This is an optimization exercise on Yosys and OpenROAD, whose aim is small area, a short achievable clock period and few clock cycles, not a production implementation.
In this exercise RTL edits were held to simulation tests only and were not proved equivalent to the original.
Power figures rest on the tool's default switching activity, not on a simulated workload.

Setup of rev 12:
==> flow/design.v (excerpt) <==
module grid_maze_dfs_path_finder (
	input  logic       clk,
	input  logic       arst_n,
	input  logic       item_valid,
	output logic       item_stall,
	input  logic       cmd,
	input  logic [2:0] cell_row,
	input  logic [2:0] cell_col,
	input  logic       blocked,
	output logic       result_valid,
	input  logic       result_stall,
	output logic       found,
	output logic [2:0] path_row,
	output logic [2:0] path_col,
	output logic       last
);
	localparam int N  = gmdfs_pkg::CELL_SLOTS;
	localparam int FD = gmdfs_pkg::BR_DEPTH - 1;    
	logic srch_q;      
	logic gw_q;        
	logic mw_q;        
	logic pend_q;      
	logic sb_q;        
	logic [7:0] xr_q;      
	logic [7:0] xc_q;      
	logic [5:0] x_bin;     
	logic outm_q;      
	logic miss_q;      
	logic ob_q;        
	logic [5:0] y_q;
	logic rv_q;        
	logic last_q;      
	logic [7:0] yr_q;      
	logic [7:0] yc_q;      
	logic [N-1:0] wall_q;
	logic [N-1:0] vis_q;
	logic [1:0]   par0_q [N];
	logic [1:0]   par1_q [N];
	logic       tos_v_q;
	logic [5:0] tos_b_q;
	logic [2:0] tos_m_q;   
	logic [4:0] fp_q;
	logic [8:0] stk_q [FD];
	logic item_acc;
	logic res_acc;
	logic done;
	logic run_acc;
	logic load_acc;
	logic start;
  ...
clock: 7.0 ns
lec_check: 0
cap_margin: 20
core_margin: 2
core_utilization: 40
setup_slack_margin: 4
slew_margin: 20
tns_end_percent: 100
run.sh (not shown) runs the stock make flow with config.mk's settings and CLKGATE_MAP_FILE= SYNTH_SCRIPT=/design/flow/synth_recipe.tcl, a recipe that flattens the netlist after the stock synthesis.
Testbench counts of rev 12, summed over its fixed seeds: cycles 18,071.
Modified inputs, rev 13 compared to rev 12
Settings: an added PLACE_DENSITY of 0.7; a deleted TNS_END_PERCENT that had been 100.
Results
- Rev 13 vs rev 12: total half-perimeter wirelength after legalization and detailed placement down in rev 13
- Rev 13 vs rev 12: area of all placed cells without fillers up slightly
- Compared with rev 12, in rev 13 number of buffers added for setup after CTS went down; pre-CTS setup slack went up; clock buffer count went up; part of the power in combinational logic went down.
- Non-clock buffer instance count of the final layout down about 3% in rev 13 wrt rev 12

---

grid_maze_dfs_path_finder again, from the RTL that the note above started with.
## grid_maze_dfs_path_finder
module grid_maze_dfs_path_finder (
	input  logic       clk,
	input  logic       arst_n,
	input  logic       item_valid,
	output logic       item_stall,
	input  logic       cmd,
	input  logic [2:0] cell_row,
	input  logic [2:0] cell_col,
	input  logic       blocked,
	output logic       result_valid,
	input  logic       result_stall,
	output logic       found,
	output logic [2:0] path_row,
	output logic [2:0] path_col,
	output logic       last
);
	localparam int N  = gmdfs_pkg::CELL_SLOTS;
	localparam int FD = gmdfs_pkg::BR_DEPTH - 1;    
	logic srch_q;      
	logic gw_q;        
	logic mw_q;        
	logic pend_q;      
	logic sb_q;        
	logic [7:0] xr_q;      
	logic [7:0] xc_q;      
	logic [5:0] x_bin;     
	logic outm_q;      
	logic miss_q;      
	logic ob_q;        
	logic [5:0] y_q;
	logic rv_q;        
	logic last_q;      
	logic [7:0] yr_q;      
	logic [7:0] yc_q;      
	logic [N-1:0] wall_q;
	logic [N-1:0] vis_q;
	logic [1:0]   par0_q [N];
	logic [1:0]   par1_q [N];
	logic       tos_v_q;
	logic [5:0] tos_b_q;
	logic [2:0] tos_m_q;   
	logic [4:0] fp_q;
	logic [8:0] stk_q [FD];
	logic item_acc;
	logic res_acc;
	logic done;
	logic run_acc;
	logic load_acc;
	logic start;
	logic out_free;
	assign result_valid = rv_q;
	assign found        = outm_q;
	assign path_row     = y_q[5:3];
	assign path_col     = y_q[2:0];
	assign last         = last_q;
	assign item_stall   = pend_q;
	assign item_acc = item_valid && !item_stall;
	assign res_acc  = result_valid && !result_stall;
	assign done     = res_acc && last;
	assign run_acc  = item_acc && cmd == gmdfs_pkg::CMD_RUN;
	assign load_acc = item_acc && cmd == gmdfs_pkg::CMD_LOAD;
  ...
make LEC_CHECK=0 CAP_MARGIN=20 CORE_MARGIN=2 CORE_UTILIZATION=50 SETUP_SLACK_MARGIN=4 SLEW_MARGIN=20 finish   # period 7.0 ns
Testbench counts at the start, summed over its fixed seeds: cycles 18,071.
Rerun with:
- CORE_UTILIZATION: 50 -> 45
- SETUP_SLACK_MARGIN: 4 -> 4.2
=> The new run finished clean. Sequential power barely changes. Global-route usage came out lower by 2.3 points. Final area is about the same. Synthesized area does not change. Fmax came out lower by 4.3%. Via count came out higher by 0.32%. Non-clock buffer count came out higher by 16. Die area came out higher by 11%. Core utilization came out lower by 5.9 points. Total power came out lower by 5.8%.

separate check: timing with driven ports:
The results above use ideal ports. As a check the final layouts listed here were re-extracted and re-timed, cells and wires unchanged. Step 1 (the two cells are an assumption about what drives the block):
set clk [get_ports {clk}]
set_driving_cell -lib_cell sky130_fd_sc_hd__clkbuf_16 $clk
set_driving_cell -lib_cell sky130_fd_sc_hd__buf_2 [delete_from_list [all_inputs] $clk]
Step 2 times the ports against the registers' clock, not the clock port: input delays grow and output delays shrink by t, the midpoint of the rising clock arrivals with the driver on. Three values: ideal, step 1, step 2; two values: the first two.
run	shift t [ns]	setup slack, ns	worst setup path after step 2	slew at the worst register clock pin (ns)	worst data-port slew with drivers (ns)
rev 12	0.698	3.931 / 3.931 / 3.434	input to register	0.07 / 0.07	0.05
rev 13	0.701	3.828 / 3.828 / 3.329	input to register	0.07 / 0.07	0.07
the first run of note 2	0.694	3.887 / 3.887 / 3.396	input to register	0.07 / 0.07	0.03
the second run of note 2	0.689	3.746 / 3.746 / 3.433	input to register	0.07 / 0.07	0.03
After both steps every run listed still meets setup and hold. The setup slack of rev 13, which loses most, moves by 0.000 ns with the drivers and by -0.499 ns with both steps.
